Context: an optimization exercise on an open-source flow, tuned for a short achievable clock period and few clock cycles per item. The choices shown serve that exercise and are no tape-out recipe.
Only simulation tests tie the RTL to the original design; equivalence was not proved.
The clock port is modelled as an ideal driver; clocking choices that lean on that would not hold on a real chip.
Power is estimated from default activity; no workload was simulated.

### design/flow/flow/run.sh
#!/bin/bash
# The standard layout (standard.sh) with three changes to how it is made:
#  - ABC maps the logic with flow/abc_speed.script (strash, dch, delay-driven map) instead of
#    ORFS's default speed script; the script is swapped in a private copy of ORFS's scripts/
#  - ADDER_MAP_FILE is empty, so adders stay plain logic for ABC instead of fa/ha cells
#  - port buffers are buf_4 (resizable within the buf footprint) instead of clkdlybuf4s50_1
# Registers, their names and cell types are those of the standard synthesis.
set -euo pipefail
W=$(pwd)
rm -rf "$W/orfs_scripts"
cp -r "$FLOW_HOME/scripts" "$W/orfs_scripts"
cp "$W/flow/abc_speed.script" "$W/orfs_scripts/abc_speed.script"
bash standard.sh "SCRIPTS_DIR=$W/orfs_scripts" "ADDER_MAP_FILE=" \
  "BUFFER_PORTS_ARGS=-buffer_cell sky130_fd_sc_hd__buf_4" finish > standard_flow.log 2>&1
### design/flow/flow/abc_speed.script
strash
dch -f
map -D 800
topo
buffer -c
upsize -D 800
dnsize -D 800
stime -c
### design/flow/standard.sh
#!/bin/bash
# synth_recipe.tcl (not shown) runs the flow's synth.tcl, then flattens the netlist and writes it again
# the make line also repeats each setting of config.mk as NAME=value (left out here)
make -C /OpenROAD-flow-scripts/flow DESIGN_CONFIG=/design/flow/config.mk WORK_HOME=/design/flow/orfs CLKGATE_MAP_FILE= SYNTH_SCRIPT=/design/flow/synth_recipe.tcl "${@:-finish}"
### design/flow/config.mk
export PLATFORM = sky130hd
export DESIGN_NAME = risc_top
export DESIGN_NICKNAME = risc_top
export VERILOG_FILES = /design/flow/design.v
export SDC_FILE = /design/flow/constraint.sdc
export NUM_CORES = 4
export LEC_CHECK = 0
export ABC_CLOCK_PERIOD_IN_PS = 2000
export CAP_MARGIN = 20
export CORE_MARGIN = 2
export CORE_UTILIZATION = 40
export SETUP_SLACK_MARGIN = 4.6
export SLEW_MARGIN = 20
export TNS_END_PERCENT = 100
### design/flow/constraint.sdc
create_clock -name core_clock -period 6.8 [get_ports {risc_clk}]
set_input_delay 1.3600 -clock core_clock [delete_from_list [all_inputs] [get_ports {risc_clk}]]
set_output_delay 1.3600 -clock core_clock [all_outputs]
set_load 0.01 [all_outputs]
### design/flow/design.v
package risc_pkg;
    localparam int DATA_W     = 32;     
    localparam int INSTR_W    = 16;     
    localparam int REG_ADDR_W = 3;      
    localparam int NUM_REGS   = 8;      
    localparam int IMM6_W     = 6;      
    localparam int IMM9_W     = 9;      
    localparam int OPC_W      = 4;      
    typedef enum logic [OPC_W-1:0] {
        OP_NOP  = 4'd0,
        OP_ADD  = 4'd1,
        OP_SUB  = 4'd2,
        OP_AND  = 4'd3,
        OP_OR   = 4'd4,
        OP_XOR  = 4'd5,
        OP_ADDI = 4'd6,
        OP_LI   = 4'd7,
        OP_LW   = 4'd8,
        OP_SW   = 4'd9
    } opcode_t;
    typedef enum logic [1:0] {
        FWD_NONE = 2'd0,     
        FWD_MEM  = 2'd1,     
        FWD_WB   = 2'd2      
    } fwd_sel_t;
    typedef struct packed {
        logic                  valid;
        opcode_t               op;
        logic [REG_ADDR_W-1:0] rd;
        logic [REG_ADDR_W-1:0] rs1;
        logic [REG_ADDR_W-1:0] rs2;        
        logic [DATA_W-1:0]     imm;        
        logic                  reg_wr;
        logic                  mem_rd;
        logic                  mem_wr;
        logic                  use_imm;    
        logic                  uses_rs1;
        logic                  uses_rs2;
    } decoded_t;
    typedef struct packed {
        logic                  valid;
        logic                  reg_wr;
        logic                  mem_rd;
        logic                  mem_wr;
        logic [REG_ADDR_W-1:0] rd;
        logic [DATA_W-1:0]     result;       
        logic [DATA_W-1:0]     store_data;
    } ex_mem_t;
    typedef struct packed {
        logic              wr_en;
        logic              rd_en;
        logic [DATA_W-1:0] addr;
        logic [DATA_W-1:0] wdata;
    } dmem_req_t;
    typedef struct packed {
        logic                  wr_en;
        logic [REG_ADDR_W-1:0] rd;
        logic [DATA_W-1:0]     data;
    } wb_t;
endpackage
module risc_top (
    input  logic         risc_clk,
    input  logic         risc_rst,         
    input  logic [15:0]  instr_i,
    input  logic         instr_valid_i,
    output logic         instr_ready_o,
    output logic         dmem_wr_en_o,
    output logic         dmem_rd_en_o,
    output logic [31:0]  dmem_addr_o,
    output logic [31:0]  dmem_wdata_o,
    input  logic [31:0]  dmem_rdata_i,     
    output logic         carry_o,
    output logic         zero_o
);
    logic [3:0] i_op;
    logic       i_alu3, i_addi, i_li, i_lw, i_sw;
    logic [2:0] i_ra, i_rb, i_rc;
    assign i_op   = instr_i[15:12];
    assign i_alu3 = (i_op >= 4'd1) && (i_op <= 4'd5);
    assign i_addi = (i_op == 4'd6);
    assign i_li   = (i_op == 4'd7);
    assign i_lw   = (i_op == 4'd8);
    assign i_sw   = (i_op == 4'd9);
    assign i_ra   = (i_alu3 | i_addi | i_lw | i_sw) ? instr_i[8:6] : 3'd0;    
    assign i_rb   = i_alu3 ? instr_i[5:3] : 3'd0;
    assign i_rc   = i_sw ? instr_i[11:9] : 3'd0;                             
    logic        rdy_q;              
    logic        stall_q;            
    logic        rdi;                
    logic        d_we, d_ld, d_st, d_flag;    
    logic        d_sub, d_logic, d_useimm, d_nli;
    logic [1:0]  d_lop;
    logic [2:0]  d_rd, d_ra, d_rb, d_rc;      
    logic [2:0]  d_ra_f, d_rb_f;              
    logic [8:0]  d_imm;              
    logic        d_imms;             
    logic        stall_nx;
    assign instr_ready_o = rdy_q;
    assign rdi           = ~stall_q;
    assign stall_nx = rdi & d_ld & d_we & instr_valid_i &
                      ((i_ra == d_rd) | (i_rb == d_rd));
    always_ff @(posedge risc_clk or negedge risc_rst)
    begin
        if (!risc_rst)
        begin
            rdy_q   <= 1'b0;     
            stall_q <= 1'b0;
            d_we    <= 1'b0;
            d_ld    <= 1'b0;
            d_st    <= 1'b0;
            d_flag  <= 1'b0;
        end
        else
        begin
            rdy_q   <= ~stall_nx;
            stall_q <= stall_nx;
            if (rdi)
            begin
                d_we   <= instr_valid_i & rdy_q & (i_alu3 | i_addi | i_li | i_lw) & (instr_i[11:9] != 3'd0);
                d_ld   <= instr_valid_i & rdy_q & i_lw;
                d_st   <= instr_valid_i & rdy_q & i_sw;
                d_flag <= instr_valid_i & rdy_q & (i_alu3 | i_addi);
            end
        end
    end
    always_ff @(posedge risc_clk)
    begin
        if (rdi)
        begin
            d_sub    <= (i_op == 4'd2);
            d_logic  <= (i_op == 4'd3) | (i_op == 4'd4) | (i_op == 4'd5);
            d_lop    <= i_op[1:0];       
            d_useimm <= i_addi | i_li | i_lw | i_sw;
            d_nli    <= ~i_li;
            d_rd     <= instr_i[11:9];
            d_ra     <= i_ra;
            d_rb     <= i_rb;
            d_rc     <= i_rc;
            d_ra_f   <= instr_i[8:6];
            d_rb_f   <= instr_i[5:3];
            d_imm    <= i_li ? instr_i[8:0] : {{3{instr_i[5]}}, instr_i[5:0]};
            d_imms   <= i_li ? instr_i[8] : instr_i[5];
        end
    end
    logic        ex_we, ex_ld, ex_st, ex_flag;
    logic        ex_sub, ex_logic;
    logic [1:0]  ex_lop;
    logic [2:0]  ex_rd;
    logic [31:0] ex_a, ex_b;         
    logic [2:0]  ex_rc;              
    logic [31:0] x;                  
    logic [31:0] lres;               
    logic [31:0] cy;                 
    logic [31:0] alu0, alu1;         
    logic [31:0] alu;
    assign x    = ex_a ^ ex_b;
    assign lres = (ex_lop == 2'd3) ? (ex_a & ex_b) :
                  (ex_lop == 2'd0) ? (ex_a | ex_b) : x;
    always_comb
    begin
        logic [31:0] g, t;
        g    = ex_a & ex_b;
        t    = x;
        g[0] = g[0] | (t[0] & ex_sub);
        for (int l = 0; l < 5; l++)
            for (int i = 31; i >= 0; i--)
                if (i >= (1 << l))
                begin
                    g[i] = g[i] | (t[i] & g[i - (1 << l)]);
                    t[i] = t[i] & t[i - (1 << l)];
                end
        cy = {g[30:0], ex_sub};
    end
    assign alu0 = ex_logic ? lres : x;
    assign alu1 = ex_logic ? lres : ~x;
    assign alu  = (cy & alu1) | (~cy & alu0);
    logic        m_we, m_flag, m_arith;
    logic        m_a31, m_b31;       
    logic        rd_q, wr_q;         
    logic        m_ld;               
    logic [2:0]  m_rd;
    logic [31:0] m_res;
    logic [31:0] m_wdata;
    logic [31:0] mval;               
    logic        m_carry;
    logic [31:0] regs [1:7];
    logic [7:1]  rvalid;             
    assign mval = m_ld ? dmem_rdata_i : m_res;
    assign m_carry = m_arith & ((m_a31 & m_b31) | ((m_a31 | m_b31) & ~m_res[31]));
    function automatic logic [31:0] rdnx(input logic [2:0] s,
                                         input logic       mw,
                                         input logic [2:0] md,
                                         input logic [31:0] mv,
                                         input logic [7:1] v);
        rdnx = 32'd0;
        for (int k = 1; k < 8; k++)
            if (s == k[2:0] && v[k])
                rdnx = regs[k];
        if (mw && md == s)
            rdnx = mv;
    endfunction
    logic [31:0] rfa_q, rfb_q;
    always_ff @(posedge risc_clk)
    begin
        rfa_q <= rdi ? rdnx(instr_i[8:6], m_we, m_rd, mval, rvalid) : rdnx(d_ra_f, m_we, m_rd, mval, rvalid);
        rfb_q <= rdi ? rdnx(instr_i[5:3], m_we, m_rd, mval, rvalid) : rdnx(d_rb_f, m_we, m_rd, mval, rvalid);
    end
    logic        hxa, hxb;           
    logic [31:0] oa, ob;             
    logic [31:0] a_nx, b_nx;
    logic [31:0] bimm;
    logic [31:0] binv;
    assign hxa  = ex_we && ex_rd == d_ra;
    assign hxb  = ex_we && ex_rd == d_rb && !d_useimm;
    assign oa   = (m_we && m_rd == d_ra) ? mval : (rfa_q & {32{d_nli}});     
    assign ob   = (m_we && m_rd == d_rb) ? mval : rfb_q;
    assign bimm = {{23{d_imms}}, d_imm};
    assign binv = {32{d_sub}};
    assign a_nx = hxa ? alu : oa;
    assign b_nx = hxb ? ((cy & (alu1 ^ binv)) | (~cy & (alu0 ^ binv)))
                      : (d_useimm ? bimm : ob ^ binv);
    always_ff @(posedge risc_clk or negedge risc_rst)
    begin
        if (!risc_rst)
        begin
            ex_we   <= 1'b0;
            ex_ld   <= 1'b0;
            ex_st   <= 1'b0;
            ex_flag <= 1'b0;
        end
        else
        begin
            ex_we   <= d_we & rdi;           
            ex_ld   <= d_ld & rdi;
            ex_st   <= d_st & rdi;
            ex_flag <= d_flag & rdi;
        end
    end
    always_ff @(posedge risc_clk)
    begin
        ex_sub   <= d_sub;
        ex_logic <= d_logic;
        ex_lop   <= d_lop;
        ex_rd    <= d_rd;
        ex_a     <= a_nx;
        ex_b     <= b_nx;
        ex_rc    <= d_rc;
    end
    always_ff @(posedge risc_clk or negedge risc_rst)
    begin
        if (!risc_rst)
        begin
            m_we    <= 1'b0;
            m_flag  <= 1'b0;
            rd_q    <= 1'b0;
            wr_q    <= 1'b0;
            carry_o <= 1'b0;
            zero_o  <= 1'b0;
            rvalid  <= '0;
        end
        else
        begin
            m_we   <= ex_we;
            m_flag <= ex_flag;
            rd_q   <= ex_ld;
            wr_q   <= ex_st;
            if (m_flag)
            begin
                carry_o <= m_carry;
                zero_o  <= (m_res == 32'd0);
            end
            if (m_we)
                rvalid[m_rd] <= 1'b1;
        end
    end
    always_ff @(posedge risc_clk)
    begin
        m_rd    <= ex_rd;
        m_ld    <= ex_ld;
        m_res   <= alu;
        m_arith <= ~ex_logic;
        m_a31   <= ex_a[31];
        m_b31   <= ex_b[31];
        m_wdata <= rdnx(ex_rc, m_we, m_rd, mval, rvalid);      
        if (m_we)
            regs[m_rd] <= mval;
    end
    assign dmem_rd_en_o = rd_q;
    assign dmem_wr_en_o = wr_q;
    assign dmem_addr_o  = m_res;
    assign dmem_wdata_o = m_wdata;
endmodule
==> out/qor.yml, run 1 <==
synth:
  synth_top_family_by_area: "compound AO/OA/AOI/OAI gates"
  synthMuxAreaShare: 0
  ys.flop_type: "edfxtp_1"
  syn_area_um2: 29600
  syn_avg_cell_area_um2: 7.84
  synth_compound_area_frac: 0.296
  synthDistinctLibCells: 71
  synth-edff-count: 254
  syn_nets: 3824
  synthSimpleGateAreaFrac: 0.180
  yosys.area_share.xor_xnor: 0.0166
  yosysSeqAreaShare: 0.419
  syn_inst: 3773
  synth-async-reset-ratio: 0.0473
  ys.warnings.count: 1
  synth.ff_latch_count: 486
  synthAdderAreaFrac: 0
grt:
  grt_use_total: 0.350
  grt_pass1_wl_um: 196000
  antenna_found_initial: 8
  grt_max_degree: 68
  grt_pass1_vias: 29800
  grt_remaining_overflow: 0
route:
  first_iter_violations: 5579
  drt-total-wl_um: 145000
  dr_total_vias: 32800
  wire_per_inst_um: 29.3
  drcViolationCount: 0
  drtPass1Iterations: 19
  vias_per_cell: 6.61
  detail-route-antenna-nets: 0
die:
  dieArea_um2: 76100
  num_io_pins: 120
  initial_core_util: 0.405
  core-area_um2: 73100
  rows: 99
  fp.dieH_um: 276
  die-width_um: 276
placed_design:
  globalplace.congestion: 0.994
  io_buffer_count: 119
  dp_hpwl_um: 78000
  dpl-instance-area_um2: 31400
  place_ws_ns: 3.06
cells_and_area:
  drive_gt1_frac: 0.234
  multi_input_area_um2: 16900
  seqCellArea_um2: 12500
  layout_commonest_cell: "nand2_1"
  final_cell_mix: "nand2_1, inv_1, nor2_1"
  n_fill_cell: 6612
  nets: 3998
  area_growth_pct: 30.5
  stdcell_area_um2: 38600
sta:
  fin_setup_tns_ns: 0
  setup_viol: 0
  finalWorstSetupSlack_ns: 4.23
  grt_setup_unrepaired: "yes"
  period_share: 0.378
  final_max_slew_viol_count: 0
  holdWs_ns: 0.343
  worst_pin_slew_ns: 1.07
  clock_skew_ns: 0.0258
  fmax_mhz: 389
  hold_viol_final: 0
  slew_headroom: 0.284
  fin_crit_ns: 2.57
setup_path:
  cp_slowest_stage_delay_ns: 0.18
  rrSetupSlack_ns: 4.35
  path_cells: "buf_12 > inv_8 > nand4_1 > buf_12 > buf_8 > buf_16 > buf_12 > nor2_4 > a221oi_2 > o21ai_1 > a21oi_1 > o21ai_1 > o221ai_1 > nand2_1"
  cp_data_required_time_ns: 7.33
  start_kind: "input port"
  cp_common_cell: "buf_12"
  critical-path-top-delay-family: "buffers and inverters"
  critPathCaptureType: "flip-flop"
  cp_max_fo: 8
  critical_path_class: "in -> reg"
  critPathSlowestCell: "buf_16"
  path_buf_inv: 6
  arrival_ns: 3.10
power:
  internal-power_mw: 6.41
  p_clk_frac: 0.311
  switching_share: 0.365
  seqPwrFrac: 0.377
  power_frac_comb: 0.312
  ir_drop_v: 0.000212
  power_mw: 10.1
  p_per_area_nw_per_um2: 262
  p_leak_nw: 14.8
  switching_power_mw: 3.69
clock_tree:
  clock_latency_ns: 0.65
  cts_inserted_buffers: 54
  ctsHoldBuffers: 0
  clock-root-buffer: "clkbuf_16"
  clk_pin_slew_ns: 0.06
  cts_sinks: 486
  cts_tree: "yes"
  cts_max_level: 2
  clk_path_buf_depth: 3
outcome:
  status: "no timing/DRC/antenna violations"
worst_hold_path:
  hp-class: "reg -> reg"
run:
  maxCapViolCount: 0
## cell usage after synthesis (all sizes together), types with 18 or more instances
master / instances / area, µm²
nand3: 58 / 325
inv: 408 / 1530
edfxtp: 254 / 7630
o211ai: 102 / 766
o21ai: 417 / 2120
or2: 20 / 125
clkbuf: 140 / 526
a21oi: 277 / 1420
o22ai: 143 / 895
dfxtp: 209 / 4180
a2111oi: 62 / 581
nand2: 552 / 2090
o2111ai: 65 / 576
o221ai: 33 / 289
a221oi: 64 / 561
nor2: 426 / 1660
xor2: 50 / 438
dfrtp: 23 / 576
nor3: 24 / 155
buf: 97 / 534
a31oi: 70 / 450
nand4: 116 / 776
a311oi: 18 / 164
o21a: 41 / 308
## final timing paths
path	from	to	depth (start not counted)
worst min-delay path	d_logic	ex_logic	0
min in group asynchronous	risc_rst	rvalid[5]	1
worst max-delay path	instr_i[6]	rfa_q[9]	14
worst min register to register	d_logic	ex_logic	0
max in group asynchronous	risc_rst	m_we	1
worst max register to register	d_ra_f[2]	rfa_q[9]	10
## layer usage
metal / up-vias / global-route usage / routed length (µm)
li1: 14100 / - / -
met1: 15300 / 0.431 / 50600
met2: 2574 / 0.527 / 60800
met3: 853 / 0.108 / 21100
met4: 8 / 0.230 / 12700
met5: - / 0 / 56
## power groups by stage
stage                     clock (mW)  combinational [mW]  sequential (mW)
after CTS                       3.15                2.76             3.78
after detailed placement           0                2.51             3.80
after global routing            3.26                3.32             3.82
final                           3.14                3.15             3.81
after floorplan                    0                1.58             3.72
after global placement             0                2.50             3.80
## flip-flops by register name, indices dropped and copies added (netlist names), 7 cells and up
name	cells
regs	224
ex_a	32
ex_b	32
m_res	32
m_wdata	32
rfa_q	32
rfb_q	32
d_imm	8
rvalid	7
## cell families after synthesis
logic type	count (synthesis)
AO/OA/AOI/OAI	1366
flip-flops	486
AND/OR/NAND/NOR	1218
buffers and inverters	647
XOR/XNOR	56
## worst reg2reg max path: stages (launching register included)
cell      delay, ns
edfxtp_1       0.53
inv_2          0.10
nand4_1        0.12
buf_6          0.39
nor2_1         0.14
a221oi_1       0.35
o21ai_1        0.14
a21oi_1        0.19
o211ai_1       0.13
o211ai_1       0.14
nand2_1        0.10
## stage by stage
step                instances   util
floorplan                3773      -
CTS                      4866  0.493
detailed placement       4671  0.429
global route             4951  0.528
global placement         4671  0.429
finish                   4953  0.528
## what timing repair did
| item | CTS | global route |
|---|---|---|
| buffers inserted | 73 | 70 |
| setup endpoints to repair | 469 | 294 |
| resized for setup | 456 | 361 |
| pin swaps | 89 | 145 |
| cloned | 21 | 15 |
## final cells by class
cell class              count  area share
repair buffers            345       0.113
inverters                 410      0.0433
clock buffers              76      0.0401
repair inverters            2    0.000843
clock inverters            25     0.00830
diodes                      2    0.000130
multi-input cells        2648       0.439
well taps                 959      0.0311
flip-flops and latches    486       0.325
Testbench counts, summed over its fixed seeds: cycles 16,344, instructions 16,000.
==> run 2, diff against run 1 <==
==> design/flow/flow/run.sh (replaced) <==
#!/bin/bash
# The standard layout (standard.sh) with these changes to how it is made:
#  - ABC maps the logic with flow/abc_speed.script (strash, dch, delay-driven map) instead of
#    ORFS's default speed script; the script is swapped in a private copy of ORFS's scripts/
#  - ADDER_MAP_FILE is empty, so adders stay plain logic for ABC instead of fa/ha cells
#  - port buffers are buf_4 (resizable within the buf footprint) instead of clkdlybuf4s50_1
set -euo pipefail
W=$(pwd)
rm -rf "$W/orfs_scripts"
cp -r "$FLOW_HOME/scripts" "$W/orfs_scripts"
cp "$W/flow/abc_speed.script" "$W/orfs_scripts/abc_speed.script"
ARGS=("SCRIPTS_DIR=$W/orfs_scripts" "ADDER_MAP_FILE=" "BUFFER_PORTS_ARGS=-buffer_cell sky130_fd_sc_hd__buf_4")
bash standard.sh "${ARGS[@]}" cts > standard_flow_cts.log 2>&1
RESULTS_DIR="$W/orfs/results/$FLOW_PLATFORM/risc_top/base" \
  openroad -no_init -exit "$W/flow/clock_root.tcl" > clock_root.log 2>&1
bash standard.sh "${ARGS[@]}" finish > standard_flow_finish.log 2>&1
==> design/flow/flow/clock_root.tcl (new file) <==
read_db $::env(RESULTS_DIR)/4_cts.odb
set block [ord::get_db_block]
set port_net [$block findNet risc_clk]
set root ""
foreach it [$port_net getITerms] {
  set inst [$it getInst]
  if {[string match "*clkbuf*" [[$inst getMaster] getName]]} { set root $inst }
}
if {$root eq "" || [llength [$port_net getITerms]] != 1} {
  puts "clock_root: no single root buffer on the clock port, layout left as it is"
  exit 0
}
set out_net [[$root findITerm X] getNet]
set sinks {}
foreach it [$out_net getITerms] {
  if {[$it getInst] ne $root} { lappend sinks $it }
}
if {[llength $sinks] > 4 || [llength [$out_net getBTerms]] > 0} {
  puts "clock_root: root buffer drives [llength $sinks] pins, layout left as it is"
  exit 0
}
puts "clock_root: removing [$root getName], port now drives [llength $sinks] buffers"
foreach it $sinks {
  $it disconnect
  $it connect $port_net
}
foreach it [$root getITerms] { $it disconnect }
odb::dbInst_destroy $root
odb::dbNet_destroy $out_net
write_db $::env(RESULTS_DIR)/4_cts.odb
==> out/qor.yml, run 2 <==
synth:
  synth_compound_area_frac: 0.296  # unchanged
  yosys.area_share.xor_xnor: 0.0166  # unchanged
  syn_avg_cell_area_um2: 7.84  # unchanged
  ys.warnings.count: 1  # unchanged
  yosysSeqAreaShare: 0.419  # unchanged
  synthAdderAreaFrac: 0  # unchanged
  synthDistinctLibCells: 71  # unchanged
  synth_top_family_by_area: "compound AO/OA/AOI/OAI gates"  # unchanged
  synthMuxAreaShare: 0  # unchanged
  synth.most_common_cell: "nand2_1"  # unchanged
  syn_nets: 3824  # unchanged
  syn_area_um2: 29600  # unchanged
  ys_top_cells_by_count: "nand2_1, nor2_1, inv_1"  # unchanged
  synth.ff_latch_count: 486  # unchanged
  synth-async-reset-ratio: 0.0473  # unchanged
  ys.flop_type: "edfxtp_1"  # unchanged
  synth_top_area_cell: "edfxtp_1"  # unchanged
  syn_inst: 3773  # unchanged
  synthSimpleGateAreaFrac: 0.180  # unchanged
  synth.top_cell.area_share: 0.258  # unchanged
  synth_area_leaders: "edfxtp_1, dfxtp_1, nand2_1, nor2_1, inv_1"  # unchanged
  synth-edff-count: 254  # unchanged
sta:
  fin_setup_tns_ns: 0  # unchanged
  period_share: 0.398  # was 0.378
  holdWs_ns: 0.345  # was 0.343 ns
  setup_viol: 0  # unchanged
  clock_skew_ns: 0.0250  # was 0.0258 ns
  slew_headroom: 0.294  # was 0.284
  hold_viol_final: 0  # unchanged
  grt_setup_unrepaired: "yes"  # unchanged
  worst_pin_slew_ns: 1.05  # was 1.07 ns
  fin_crit_ns: 2.70  # was 2.57 ns
  final_max_slew_viol_count: 0  # unchanged
  finalWorstSetupSlack_ns: 4.10  # was 4.23 ns
  fmax_mhz: 370  # was 389 MHz
placed_design:
  io_buffer_count: 119  # unchanged
  dp_hpwl_um: 78000  # unchanged
  place_ws_ns: 3.06  # unchanged
  globalplace.congestion: 0.994  # unchanged
route:
  detail-route-antenna-nets: 0  # unchanged
  dr_total_vias: 32900  # was 32800
  first_iter_violations: 5614  # was 5579
  drtPass1Iterations: 19  # unchanged
  drcViolationCount: 0  # unchanged
  vias_per_cell: 6.63  # was 6.61
  drt-total-wl_um: 146000  # was 145000 µm
  wire_per_inst_um: 29.5  # was 29.3 µm
die:
  dieArea_um2: 76100  # unchanged
  rows: 99  # unchanged
  core-area_um2: 73100  # unchanged
  initial_core_util: 0.405  # unchanged
  die-width_um: 276  # unchanged
  num_io_pins: 120  # unchanged
  fp.dieH_um: 276  # unchanged
setup_path:
  r2r-start: "rvalid[1]"  # was d_ra_f[2]
  r2r_cells: 9  # was 10
  cp_max_fo: 8  # unchanged
  rrSetupSlack_ns: 4.26  # was 4.35 ns
  critical_path_class: "in -> reg"  # unchanged
  worstReg2RegEnd: "rfa_q[1]"  # was rfa_q[9]
  critPathCaptureType: "flip-flop"  # unchanged
  cp_data_required_time_ns: 7.13  # was 7.33 ns
  arrival_ns: 3.03  # was 3.10 ns
  start_kind: "input port"  # unchanged
clock_tree:
  ctsHoldBuffers: 0  # unchanged
  clk_path_buf_depth: 3  # unchanged
  clock_latency_ns: 0.45  # was 0.65 ns
  cts_tree: "yes"  # unchanged
  clock-root-buffer: "clkbuf_16"  # unchanged
  clk_pin_slew_ns: 0.06  # about the same
  cts_sinks: 486  # unchanged
  cts_max_level: 2  # unchanged
  cts_inserted_buffers: 54  # unchanged
power:
  internal-power_mw: 6.44  # was 6.41 mW
  p_leak_nw: 14.9  # was 14.8 nW
  p_per_area_nw_per_um2: 261  # was 262 nW/µm²
  ir_drop_v: 0.000212  # about the same
  switching_power_mw: 3.69  # about the same
  p_clk_frac: 0.304  # was 0.311
  switching_share: 0.364  # was 0.365
  power_frac_comb: 0.320  # was 0.312
  seqPwrFrac: 0.376  # was 0.377
grt:
  grt_max_degree: 68  # unchanged
  grt_pass1_vias: 29800  # about the same
  grt_pass1_wl_um: 195000  # was 196000 µm
  grt_remaining_overflow: 0  # unchanged
  grt_use_total: 0.347  # was 0.350
  antenna_found_initial: 5  # was 8
worst_hold_path:
  whs_endpoint: "ex_logic"  # unchanged
  hp-start: "d_logic"  # unchanged
  hold_path_depth: 0  # unchanged
  hp-class: "reg -> reg"  # unchanged
cells_and_area:
  final_util: 0.531  # was 0.528
  nets: 4010  # was 3998
  top_register: "regs"  # unchanged
  drive_gt1_frac: 0.243  # was 0.234
  layout_commonest_cell: "nand2_1"  # unchanged
  largest_reg_flops: 224  # unchanged
  n_fill_cell: 6604  # was 6612
  area_growth_pct: 31.4  # was 30.5%
  final_cell_mix: "nand2_1, inv_1, nor2_1"  # unchanged
run:
  maxCapViolCount: 0  # unchanged
outcome:
  status: "no timing/DRC/antenna violations"  # unchanged
[run 2: cell types whose count changed in the layout (fill, tap and decap cells not counted), sizes merged]
cell,change
buf,+12
bufbuf,-1
clkbuf,+1
clkinv,+1
clkinvlp,+3
diode,+1
inv,-4
[run 2: worst max-delay path by stage]
stage	start	end	slack, ns	depth (start not counted)
final	instr_i[6]	rfa_q[8]	4.10	13
after global routing	instr_i[6]	rfa_q[8]	4.03	13
after CTS	rdy_q	instr_ready_o	4.25	1
after detailed placement	instr_i[4]	rfb_q[25]	3.06	9
after global placement	instr_i[4]	rfb_q[15]	3.07	9
after floorplan	instr_i[8]	rfa_q[23]	4.14	11
[run 2: layout make-up]
type                            count  area (µm²)  area share
Clock buffer                       75        1520      0.0392
Timing Repair Buffer              358        4450       0.114
Multi-Input combinational cell   2648       17100       0.440
Timing Repair inverter              2        32.5    0.000838
Sequential cell                   486       12500       0.322
Clock inverter                     25         320     0.00825
Inverter                          410        1690      0.0436
Antenna cell                        3        7.51    0.000193
Tap cell                          959        1200      0.0309
[run 2: power by group through the flow]
stage	clock network, mW	logic, mW	registers (mW)
2_1_floorplan	0	1.58	3.72
3_3_place_gp	0	2.50	3.80
3_5_place_dp	0	2.51	3.80
4_1_cts	3.15	2.76	3.78
5_1_grt	3.19	3.41	3.82
6_report	3.08	3.24	3.81
[run 2: cells by family after synthesis]
group / Yosys count
buf+inv: 647
flops: 486
compound gates: 1366
simple gates: 1218
xor+xnor: 56
[run 2: timing repair]
action,CTS,global route
cloned,21,16
buffers inserted,73,82
pin swaps,89,157
resized for setup,456,381
setup endpoints to repair,469,344
hold endpoints to repair,0,0
[run 2: through the flow]
| stage | cell area [µm²] | power [mW] | std cells |
|---|---|---|---|
| final | 38800 | 10.1 | 4966 |
| after global routing | 38800 | 10.4 | 4963 |
| after CTS | 36100 | 9.69 | 4866 |
| after detailed placement | 31400 | 6.31 | 4671 |
| after global placement | 31400 | 6.30 | 4671 |
| after floorplan | 29800 | 5.30 | 3773 |
[run 2: layer usage]
layer	routed length, µm	vias up	track usage
met5	86	-	0
met4	13100	4	0.228
met3	21000	881	0.105
met2	60900	2670	0.524
met1	51300	15300	0.429
li1	-	14100	-
[run 2: worst max-delay path, cell delays in order]
cell	delay [ns]
buf_12	0.11
inv_8	0.04
nand4_1	0.12
buf_12	0.15
buf_12	0.13
buf_16	0.18
nor2_4	0.04
a221oi_2	0.18
o21ai_1	0.09
a21oi_1	0.27
o21ai_1	0.11
o221ai_1	0.17
nand2_1	0.07
==> run 3, diff against run 2 <==
--- a/design/flow/design.v
+++ b/design/flow/design.v
@@ -91,11 +91,21 @@
     logic        d_sub, d_logic, d_useimm, d_nli;
     logic [1:0]  d_lop;
     logic [2:0]  d_rd, d_ra, d_rb, d_rc;      
-    logic [2:0]  d_ra_f, d_rb_f;              
+    logic [7:1]  sel_a, sel_b;                
+    logic [7:1]  sel_a_h, sel_b_h;            
+    logic [7:1]  i_sel_a, i_sel_b;
     logic [8:0]  d_imm;              
     logic        d_imms;             
     logic        stall_nx;
     assign instr_ready_o = rdy_q;
+    always_comb
+    begin
+        for (int k = 1; k < 8; k++)
+        begin
+            i_sel_a[k] = (instr_i[8:6] == k[2:0]);
+            i_sel_b[k] = (instr_i[5:3] == k[2:0]);
+        end
+    end
     assign rdi           = ~stall_q;
     assign stall_nx = rdi & d_ld & d_we & instr_valid_i &
                       ((i_ra == d_rd) | (i_rb == d_rd));
@@ -104,6 +114,8 @@
         if (!risc_rst)
         begin
             rdy_q   <= 1'b0;     
+            sel_a_h <= '0;
+            sel_b_h <= '0;
             stall_q <= 1'b0;
             d_we    <= 1'b0;
             d_ld    <= 1'b0;
@@ -116,12 +128,19 @@
             stall_q <= stall_nx;
             if (rdi)
             begin
+                sel_a_h <= i_sel_a;
+                sel_b_h <= i_sel_b;
                 d_we   <= instr_valid_i & rdy_q & (i_alu3 | i_addi | i_li | i_lw) & (instr_i[11:9] != 3'd0);
                 d_ld   <= instr_valid_i & rdy_q & i_lw;
                 d_st   <= instr_valid_i & rdy_q & i_sw;
                 d_flag <= instr_valid_i & rdy_q & (i_alu3 | i_addi);
             end
         end
+    end
+    always_ff @(posedge risc_clk)
+    begin
+        sel_a <= rdi ? i_sel_a : sel_a_h;
+        sel_b <= rdi ? i_sel_b : sel_b_h;
     end
     always_ff @(posedge risc_clk)
     begin
@@ -136,8 +155,6 @@
             d_ra     <= i_ra;
             d_rb     <= i_rb;
             d_rc     <= i_rc;
-            d_ra_f   <= instr_i[8:6];
-            d_rb_f   <= instr_i[5:3];
             d_imm    <= i_li ? instr_i[8:0] : {{3{instr_i[5]}}, instr_i[5:0]};
             d_imms   <= i_li ? instr_i[8] : instr_i[5];
         end
@@ -184,27 +201,24 @@
     logic [31:0] mval;               
     logic        m_carry;
     logic [31:0] regs [1:7];
-    logic [7:1]  rvalid;             
     assign mval = m_ld ? dmem_rdata_i : m_res;
     assign m_carry = m_arith & ((m_a31 & m_b31) | ((m_a31 | m_b31) & ~m_res[31]));
+    function automatic logic [31:0] rdsel(input logic [7:1] sel);
+        rdsel = 32'd0;
+        for (int k = 1; k < 8; k++)
+            rdsel = rdsel | (regs[k] & {32{sel[k]}});
+    endfunction
     function automatic logic [31:0] rdnx(input logic [2:0] s,
                                          input logic       mw,
                                          input logic [2:0] md,
-                                         input logic [31:0] mv,
-                                         input logic [7:1] v);
+                                         input logic [31:0] mv);
         rdnx = 32'd0;
         for (int k = 1; k < 8; k++)
-            if (s == k[2:0] && v[k])
+            if (s == k[2:0])
                 rdnx = regs[k];
         if (mw && md == s)
             rdnx = mv;
     endfunction
-    logic [31:0] rfa_q, rfb_q;
-    always_ff @(posedge risc_clk)
-    begin
-        rfa_q <= rdi ? rdnx(instr_i[8:6], m_we, m_rd, mval, rvalid) : rdnx(d_ra_f, m_we, m_rd, mval, rvalid);
-        rfb_q <= rdi ? rdnx(instr_i[5:3], m_we, m_rd, mval, rvalid) : rdnx(d_rb_f, m_we, m_rd, mval, rvalid);
-    end
     logic        hxa, hxb;           
     logic [31:0] oa, ob;             
     logic [31:0] a_nx, b_nx;
@@ -212,8 +226,8 @@
     logic [31:0] binv;
     assign hxa  = ex_we && ex_rd == d_ra;
     assign hxb  = ex_we && ex_rd == d_rb && !d_useimm;
-    assign oa   = (m_we && m_rd == d_ra) ? mval : (rfa_q & {32{d_nli}});     
-    assign ob   = (m_we && m_rd == d_rb) ? mval : rfb_q;
+    assign oa   = (m_we && m_rd == d_ra) ? mval : (rdsel(sel_a) & {32{d_nli}});     
+    assign ob   = (m_we && m_rd == d_rb) ? mval : rdsel(sel_b);
     assign bimm = {{23{d_imms}}, d_imm};
     assign binv = {32{d_sub}};
     assign a_nx = hxa ? alu : oa;
@@ -256,7 +270,8 @@
             wr_q    <= 1'b0;
             carry_o <= 1'b0;
             zero_o  <= 1'b0;
-            rvalid  <= '0;
+            for (int k = 1; k < 8; k++)
+                regs[k] <= '0;
         end
         else
         begin
@@ -270,7 +285,7 @@
                 zero_o  <= (m_res == 32'd0);
             end
             if (m_we)
-                rvalid[m_rd] <= 1'b1;
+                regs[m_rd] <= mval;
         end
     end
     always_ff @(posedge risc_clk)
@@ -281,9 +296,7 @@
         m_arith <= ~ex_logic;
         m_a31   <= ex_a[31];
         m_b31   <= ex_b[31];
-        m_wdata <= rdnx(ex_rc, m_we, m_rd, mval, rvalid);      
-        if (m_we)
-            regs[m_rd] <= mval;
+        m_wdata <= rdnx(ex_rc, m_we, m_rd, mval);      
     end
     assign dmem_rd_en_o = rd_q;
     assign dmem_wr_en_o = wr_q;
==> out/qor.yml, run 3 <==
die:
  die-width_um: 254  # was 276 µm
  dieArea_um2: 64400  # was 76100 µm²
  rows: 91  # was 99
  core-area_um2: 61700  # was 73100 µm²
  num_io_pins: 120  # unchanged
  fp.dieH_um: 254  # was 276 µm
  initial_core_util: 0.405  # about the same
cells_and_area:
  area_growth_pct: 19.8  # was 31.4%
  final_util: 0.485  # was 0.531
  antenna_cells: 0  # was 3
  top_register: "regs"  # unchanged
  largest_reg_flops: 224  # unchanged
  drive_gt1_frac: 0.165  # was 0.243
  final_cell_mix: "nand2_1, o21ai_0, inv_1"  # was nand2_1, inv_1, nor2_1
  nets: 3481  # was 4010
  stdcell_area_um2: 29900  # was 38800 µm²
  layout_commonest_cell: "nand2_1"  # unchanged
  n_fill_cell: 6132  # was 6604
route:
  dr_total_vias: 26200  # was 32900
  first_iter_violations: 3547  # was 5614
  drtPass1Iterations: 7  # was 19
  vias_per_cell: 6.09  # was 6.63
  drcViolationCount: 0  # unchanged
  wire_per_inst_um: 24.1  # was 29.5 µm
  drt-total-wl_um: 104000  # was 146000 µm
  detail-route-antenna-nets: 0  # unchanged
synth:
  syn_inst: 3344  # was 3773
  ys_top_cells_by_count: "nand2_1, o21ai_0, inv_1"  # was nand2_1, nor2_1, inv_1
  synth-async-reset-ratio: 0.577  # was 0.0473
  synth.ff_latch_count: 440  # was 486
  yosysSeqAreaShare: 0.415  # was 0.419
  synthDistinctLibCells: 70  # was 71
  synth.top_cell.area_share: 0.255  # was 0.258
  syn_area_um2: 25000  # was 29600 µm²
  syn_nets: 3395  # was 3824
  synth_area_leaders: "dfrtp_1, dfxtp_1, nand2_1, o21ai_0, a21oi_1"  # was edfxtp_1, dfxtp_1, nand2_1, nor2_1, inv_1
  ys.warnings.count: 2  # was 1
  syn_avg_cell_area_um2: 7.47  # was 7.84 µm²
  synth.most_common_cell: "nand2_1"  # unchanged
  synth-edff-count: 27  # was 254
  ys.flop_type: "dfrtp_1"  # was edfxtp_1
  synth_top_area_cell: "dfrtp_1"  # was edfxtp_1
sta:
  worst_pin_slew_ns: 1.28  # was 1.05 ns
  period_share: 0.356  # was 0.398
  final_max_slew_viol_count: 0  # unchanged
  grt_setup_unrepaired: "yes"  # unchanged
  fin_crit_ns: 2.42  # was 2.70 ns
  hold_viol_final: 0  # unchanged
  fmax_mhz: 413  # was 370 MHz
  fin_setup_tns_ns: 0  # unchanged
  clock_skew_ns: 0.0362  # was 0.0250 ns
  slew_headroom: 0.140  # was 0.294
  setup_viol: 0  # unchanged
setup_path:
  cp_data_required_time_ns: 7.08  # was 7.13 ns
  cp_slowest_stage_delay_ns: 0.45  # was 0.27 ns
  critical_path_class: "in -> reg"  # unchanged
  critical-path-top-delay-family: "compound AO/OA/AOI/OAI gates"  # unchanged
  path_buf_inv: 1  # was 5
  critPathSlowestCell: "o21ai_0"  # was a21oi_1
  cp_max_fo: 4  # was 8
  r2r-start: "m_ld"  # was rvalid[1]
  path_cells: "buf_4 > nand2_1 > o21ai_0 > nand2_1 > o21ai_0 > a21oi_1 > o21a_1 > o21ai_1"  # was buf_12 > inv_8 > nand4_1 > buf_12 > buf_12 > buf_16 > nor2_4 > a221oi_2 > o21ai_1 > a21oi_1 > o21ai_1 > o221ai_1 > nand2_1
  arrival_ns: 2.70  # was 3.03 ns
  critPathCaptureType: "flip-flop"  # unchanged
  start_kind: "input port"  # unchanged
  cp-startpoint: "dmem_rdata_i[7]"  # was instr_i[6]
clock_tree:
  cts_max_level: 2  # unchanged
  cts_tree: "yes"  # unchanged
  clock_latency_ns: 0.43  # was 0.45 ns
  clk_pin_slew_ns: 0.06  # about the same
  cts_inserted_buffers: 49  # was 54
  clock-root-buffer: "clkbuf_16"  # unchanged
  cts_sinks: 440  # was 486
  clk_path_buf_depth: 3  # unchanged
  ctsHoldBuffers: 0  # unchanged
placed_design:
  io_buffer_count: 119  # unchanged
  dp_hpwl_um: 65300  # was 78000 µm
  dpl-instance-area_um2: 26600  # was 31400 µm²
  globalplace.congestion: 0.976  # was 0.994
power:
  p_clk_frac: 0.234  # was 0.304
  seqPwrFrac: 0.380  # was 0.376
  power_mw: 11.4  # was 10.1 mW
  p_per_area_nw_per_um2: 383  # was 261 nW/µm²
  internal-power_mw: 6.56  # was 6.44 mW
  p_leak_nw: 12.9  # was 14.9 nW
  power_frac_comb: 0.386  # was 0.320
  switching_power_mw: 4.89  # was 3.69 mW
  ir_drop_v: 0.000203  # was 0.000212 V
  switching_share: 0.427  # was 0.364
outcome:
  status: "no timing/DRC/antenna violations"  # unchanged
grt:
  grt_pass1_wl_um: 151000  # was 195000 µm
  grt_pass1_vias: 24000  # was 29800
  grt_use_total: 0.312  # was 0.347
  grt_remaining_overflow: 0  # unchanged
  grt_max_degree: 171  # was 68
  antenna_found_initial: 1  # was 5
worst_hold_path:
  hp-start: "d_rc[2]"  # was d_logic
  hp-class: "reg -> reg"  # unchanged
run:
  maxCapViolCount: 0  # unchanged
run 3: cell count changes in the layout (fill, tap and decap cells not counted), moves of 67 or more:
| cell | before | now |
|---|---|---|
| o21ai_0 | 171 | 417 |
| dfrtp_1 | 20 | 253 |
| edfxtp_1 | 254 | 27 |
| nand2_1 | 523 | 706 |
| o21ai_1 | 212 | 57 |
| nor2_1 | 334 | 182 |
| a22oi_1 | 6 | 107 |
| inv_1 | 350 | 256 |
| nand3_1 | 39 | 127 |
| o211ai_1 | 102 | 35 |
run 3: power by group through the flow:
stage	clock network [mW]	logic [mW]	registers, mW
after global placement	0	3.93	4.29
after global routing	2.82	4.81	4.44
after CTS	2.78	4.12	4.31
final	2.68	4.42	4.36
after detailed placement	0	3.97	4.27
after floorplan	0	2.59	4.06
run 3: worst reg2reg max path, delay by kind of cell (launching register included):
family	cells	cell delay, ns
simple gates	1	0.11
flops	1	0.32
buf+inv	1	0.22
compound gates	5	1.63
run 3: final timing paths:
| path | end | slack [ns] | cells after the start |
|---|---|---|---|
| min in group asynchronous | regs[4][4] | 0.95 | 1 |
| worst min register to register | ex_rc[2] | 0.33 | 0 |
| max in group asynchronous | regs[3][30] | 4.82 | 2 |
| worst max register to register | ex_b[7] | 4.45 | 7 |
| worst min-delay path | ex_rc[2] | 0.33 | 0 |
| worst max-delay path | ex_b[7] | 4.38 | 8 |
run 3: what timing repair did:
| item | in CTS | in global routing |
|---|---|---|
| gates cloned | 1 | 7 |
| setup buffers | 18 | 36 |
| endpoints found under the setup margin | 242 | 381 |
| resized for setup | 235 | 105 |
| pin swaps | 2 | 21 |
run 3: cells by family after synthesis:
family          count (synthesis)  synth area share
compound gates               1169             0.286
flops                         440             0.415
simple gates                 1227             0.214
xor+xnor                       31            0.0109
buf+inv                       477            0.0747
run 3: layer usage:
layer	part of all wire	GRT usage
met1	0.41	0.444
met2	0.41	0.453
met3	0.12	0.0583
met4	0.056	0.152
met5	0	0
run 3: cell type report:
cell class                 instances  area, µm²  area share
timing repair inverter             1       7.51    0.000251
clock inverter                    13        149     0.00498
clock buffer                      78       1490      0.0498
timing repair buffer             224       2260      0.0754
multi-input combinational       2430      13300       0.446
sequential                       440      10500       0.351
tap                              837       1050      0.0350
inverter                         285       1120      0.0374
run 3: per-stage QoR:
stage / worst slack, ns / hold WS, ns / std cells
final: 4.38 / 0.333 / 4308
after global routing: 4.31 / 0.339 / 4308
after CTS: 4.30 / 0.332 / 4266
after detailed placement: 3.56 / 0.328 / 4155
after global placement: 3.57 / 0.325 / 4155
after floorplan: 4.54 / 0.323 / 3344
Testbench counts of run 3, summed over its fixed seeds: cycles 16,344, instructions 16,000.

## re-timing with driven ports
Ports are ideal in the flow. The routed layouts listed here were re-timed in OpenROAD.
Step 1, drivers: a clkbuf_16 drives risc_clk and a buf_2 each remaining input, both assumed.
Step 2 adds t to the input delays and takes it off the output delays; t is the mean of the earliest and latest rising clock arrival at the registers after step 1. Input paths then give back, and output paths get back, about the clock's delay inside the block.
a / b / c = ideal ports / drivers / drivers and shift; a / b = the first two.
run | shift t [ns] | setup slack, ns | worst slew at a driven data input, ns | pins driven straight from the clock port
run 1 | 0.713 | 4.226 / 4.193 / 3.523 | 0.09 | 1
run 2 | 0.578 | 4.095 / 4.174 / 3.596 | 0.15 | 4
run 3 | 0.536 | 4.377 / 4.387 / 3.944 | 0.06 | 4
After both steps every run listed still meets setup and hold. For run 1, which loses most, drivers alone change the setup slack by -0.033 ns; drivers and shift together by -0.703 ns.
